What follows belongs to an exercise in optimizing a design on an open flow for small area, a short achievable clock period and few clock cycles; a production flow would make more cautious choices. No run shown here included a check of the RTL's function; only the layout flow was run.

## flow/design.v (module list and top-level ports; edited modules follow where they fit)
// module snn_fa: 10 lines
// module snn_xnor: 7 lines
// module snn_conv_quant: 1523 lines
module snn_conv_quant (
    input  logic       clk,
    input  logic       rst_n,
    input  logic       in_valid,
    input  logic [7:0] img,
    input  logic [7:0] ker,
    input  logic       mode,
    output logic       out_valid,
    output logic [7:0] out_data
);
  // ...
==> flow/flow/run.sh <==
#!/bin/bash
set -euo pipefail
export BUFFER_PORTS_ARGS="-buffer_cell sky130_fd_sc_hd__buf_4"
export SETUP_SLACK_MARGIN=19.1
export SKIP_GATE_CLONING=1
bash standard.sh > standard.log 2>&1
==> flow/standard.sh <==
#!/bin/bash
# synth_recipe.tcl (not shown) runs the flow's synth.tcl, then flattens the netlist and writes it again
# the make line also repeats each setting of config.mk as NAME=value (left out here)
make -C /OpenROAD-flow-scripts/flow DESIGN_CONFIG=/design/flow/config.mk WORK_HOME=/design/flow/orfs CLKGATE_MAP_FILE= SYNTH_SCRIPT=/design/flow/synth_recipe.tcl "${@:-finish}"
==> flow/config.mk <==
export PLATFORM = sky130hd
export DESIGN_NAME = snn_conv_quant
export DESIGN_NICKNAME = snn_conv_quant
export VERILOG_FILES = /design/flow/design.v
export SDC_FILE = /design/flow/constraint.sdc
export NUM_CORES = 4
export LEC_CHECK = 0
export ABC_CLOCK_PERIOD_IN_PS = 5000
export CAP_MARGIN = 20
export CORE_MARGIN = 2
export CORE_UTILIZATION = 60
export CTS_CLUSTER_DIAMETER = 100
export CTS_CLUSTER_SIZE = 32
export SLEW_MARGIN = 20
export SYNTH_HIERARCHICAL = 1
==> flow/constraint.sdc <==
create_clock -name core_clock -period 25.0 [get_ports {clk}]
set_input_delay 5.0000 -clock core_clock [delete_from_list [all_inputs] [get_ports {clk}]]
set_output_delay 5.0000 -clock core_clock [all_outputs]
set_load 0.01 [all_outputs]
==> results.cfg, run 1 <==
[sta]
clock_skew_ns = 0.0358

[layout]
seq-cell-share = 0.314
fillers = 3432
inverters = 50
area_dominant_class = multi-input combinational cells
most-common-layout-cells = nand2_1, fa_1, dfxtp_1
fin_area_um2 = 30200

[run]
cap_viol_max_count = 0

[min_path]
min-delay-start = r_img[244]$_DFF_P_
hold_path.class = flip-flop to flip-flop
holdPathStages = 0

[setup_path]
critPathMaxFanout = 1
r2r.worst_path.cells = 27
rr_endpoint = out_data[7]$_DFF_P_
startpoint = out_valid$_DFF_PN0_
crit_arrival_ns = 1.09
path_delay_family = flip-flops

[die]
dieArea_um2 = 48100
io_pins = 29
start_util = 0.610

[synth]
synth_top_family_by_area = adder cells
synth_nets = 2940
async_flop_share = 0.0184
synth_edf_count = 73
avgSynthCellArea_um2 = 12.3
synth_most_common_cell = nand2_1

[run_status]
status = no timing/DRC/antenna violations

[global_route]
track_usage = 0.377
grt-ovfl-total = 0

[clock_tree]
cts_sinks = 434

[routing]
wl_met2_um = 38100
==> run 2: changes to the inputs <==
==> flow/flow/run.sh (replaced) <==
#!/bin/bash
set -euo pipefail
export BUFFER_PORTS_ARGS="-buffer_cell sky130_fd_sc_hd__buf_4"
export SETUP_SLACK_MARGIN=19.0
export SKIP_GATE_CLONING=1
bash standard.sh > standard.log 2>&1
==> results.cfg, run 2 <==
[setup_path]
crit_arrival_ns = 6.61
r2r_start = r_na[0]$_DFF_P_
worst_ep_required_time_ns = 25.52
cpMaxStageDelayCell = fa_1
cp-start-kind = flip-flop
startpoint = r_na[0]$_DFF_P_
critPathMaxFanout = 5
setup.worst_path.end_class = flip-flop
crit_type = flip-flop to flip-flop
endpoint = out_data[7]$_DFF_P_
rrSetupSlack_ns = 18.91
cp_slowest_stage_delay_ns = 0.55
r2r.worst_path.cells = 27
cpMostUsedCell = fa_1
rr_endpoint = out_data[7]$_DFF_P_

[layout]
final_common_cell = nand2_1
most-common-layout-cells = nand2_1, fa_1, dfxtp_1
final_layout_size_suffix_gt1_frac = 0.113
syn2layout_area_growth_pct = 7.71
final_nets = 2917
regMostFlops = r_img
top_regs = r_img x288, r_ker x72, r_na x19
largest_register_ffs = 288

[sta]
finalCritPeriodShare = 0.244
rsz0062_at_grt = true
setup_viol = 0
clock_skew_ns = 0.0330
max-slew-margin-rel = 0.292
worst_pin_slew_ns = 1.06
fin_tns_setup_ns = 0
min_period_ns = 6.09
layout_setup_ws_ns = 18.91
fmax_mhz = 164
slew_violations = 0
finalHoldViolations = 0

[routing]
post-route-drc-count = 0
viasPerCell = 6.27
finalWirelength_um = 85700
first_iter_violations = 2120
vias = 17800
dr.pass1.iters = 7
wl_per_cell_um = 30.1
final_antenna_net_count = 0

[synth]
ys.flop_type = dfxtp_1
synth_common_cells = nand2_1, fa_1, dfxtp_1, edfxtp_1, buf_1
ys_ff_latch = 434
async_flop_share = 0.0184
synthTopCellsByArea = fa_1, dfxtp_1, nand2_1, edfxtp_1, ha_1
avgSynthCellArea_um2 = 12.3
yosysSeqAreaShare = 0.340
synth_cell_type_count = 57
synth_top_area_cell = fa_1
synth_nets = 2940
yosysTopAreaCellShare = 0.436
synthesis.instances = 2256
ys.warnings.count = 8
synth_edf_count = 73
synth.cell_area_um2 = 27800
synth_most_common_cell = nand2_1

[run]
cap_viol_max_count = 0

[clock_tree]
cts_hold_buffers = 0
cts_tree = done
clock_latency_ns = 0.59
numCtsBuffers = 19
root_buffer = clkbuf_16
clkTransAtPathRegs_ns = 0.12
cts_sinks = 434
clockBufferDepth = 3
cts_max_level = 1

[global_route]
grt_pass1_wl_um = 127000
first_global_vias = 19600
track_usage = 0.376
grt_max_degree = 73
grt-ovfl-total = 0
antenna_found_initial = 2

[place]
gp_congestion = 1.03
pre_cts_ws_ns = 17.62
dpl.hpwl_um = 66200
portBuffers = 28

[die]
io_pins = 29
core_um2 = 45600
die_y_um = 219
fp.dieW_um = 219
dieArea_um2 = 48100
start_util = 0.610
num_rows = 78

[min_path]
hold_path.class = flip-flop to flip-flop

[run_status]
status = no timing/DRC/antenna violations
## run 2: area by class of cell
class | count | area (um2)
timing repair buffer | 81 | 747
sequential | 434 | 9500
clock inverter | 6 | 111
antenna | 1 | 2.50
clock buffer | 27 | 505
tap | 600 | 751
fill | 3452 | 15600
multi-input combinational | 1647 | 18100
inverter | 50 | 195
## run 2: worst max-delay path: cells and delay by family, from the launching register on
family	cells	cell delay, ns
compound gates	9	1.84
xor+xnor	2	0.36
fa+ha+maj	6	2.29
buf+inv	5	0.59
flops	1	0.32
simple gates	5	0.60
## run 2: worst min path at each step
stage | startpoint | end | slack, ns | cells past startpoint
2_1_floorplan | r_img[92]$_DFF_P_ | r_img[100]$_DFF_P_ | 0.31 | 0
4_1_cts | r_img[68]$_DFF_P_ | r_img[76]$_DFF_P_ | 0.33 | 0
3_5_place_dp | r_img[94]$_DFF_P_ | r_img[102]$_DFF_P_ | 0.31 | 0
3_3_place_gp | r_img[72]$_DFF_P_ | r_img[80]$_DFF_P_ | 0.31 | 0
5_1_grt | r_img[52]$_DFF_P_ | r_img[60]$_DFF_P_ | 0.34 | 0
6_report | r_img[244]$_DFF_P_ | r_img[252]$_DFF_P_ | 0.31 | 0
## run 2: what timing repair did
| action | 4_1_cts | 5_1_grt |
|---|---|---|
| setup buffers | 24 | 18 |
| gates resized for setup | 114 | 53 |
| pin swaps | 31 | 16 |
| setup endpoints to repair | 40 | 29 |
## run 2: logic make-up (layout without fill, tap and decap cells)
logic type / count (synthesis) / in the layout / synth area share
fa+ha+maj: 664 / 664 / 0.463
other cells: 0 / 1 / 0
simple gates: 784 / 784 / 0.113
compound gates: 125 / 125 / 0.0356
mux: 23 / 23 / 0.00900
buf+inv: 175 / 164 / 0.0237
flops: 434 / 434 / 0.340
xor+xnor: 51 / 51 / 0.0163
## run 2: stage by stage
step           instances  area, um2  utilization  hold slack (ns)
2_1_floorplan       2256      27800            -            0.310
3_3_place_gp        2770      28400        0.623            0.310
3_5_place_dp        2770      28400        0.623            0.312
4_1_cts             2827      29600        0.649            0.327
5_1_grt             2845      29900        0.657            0.338
6_report            2846      29900        0.657            0.314
## run 2: modules after synthesis (local to each module, per instance)
module	times used	area, um2
snn_conv_quant	1	15500
snn_fa	605	20.0
snn_xnor	23	8.76
## run 2: per-layer routing
| metal | up-vias | wire, um | GRT usage |
|---|---|---|---|
| met3 | 350 | 9640 | 0.0956 |
| met2 | 1306 | 37900 | 0.569 |
| met4 | 0 | 6630 | 0.230 |
| met1 | 9116 | 31600 | 0.493 |
| met5 | - | 0 | 0 |
| li1 | 7062 | - | - |

[re-timing with driven ports]
How much do the figures lean on ideal ports? The routed layouts below were timed once more, with nothing changed but the port constraints. Step 1 sets driving cells, clkbuf_16 on the clock port and buf_2 on the other inputs (assumed; they add their load-dependent delay and slew). Step 2 adds t to the input delays and takes it off the output delays; t is the mean of the earliest and latest rising clock arrival at the registers after step 1. Input paths then give back, and output paths get back, about the clock's delay inside the block. a / b / c = no drivers / after step 1 / after step 2; a / b = the first two.
| run | t (ns) | setup WS [ns] | cell pins on the clock port's net |
|---|---|---|---|
| run 1 | 0.638 | 18.914 / 18.853 / 18.918 | 1 |
| run 2 | 0.629 | 18.907 / 18.855 / 18.907 | 1 |
After both steps setup and hold are still met in every run listed.
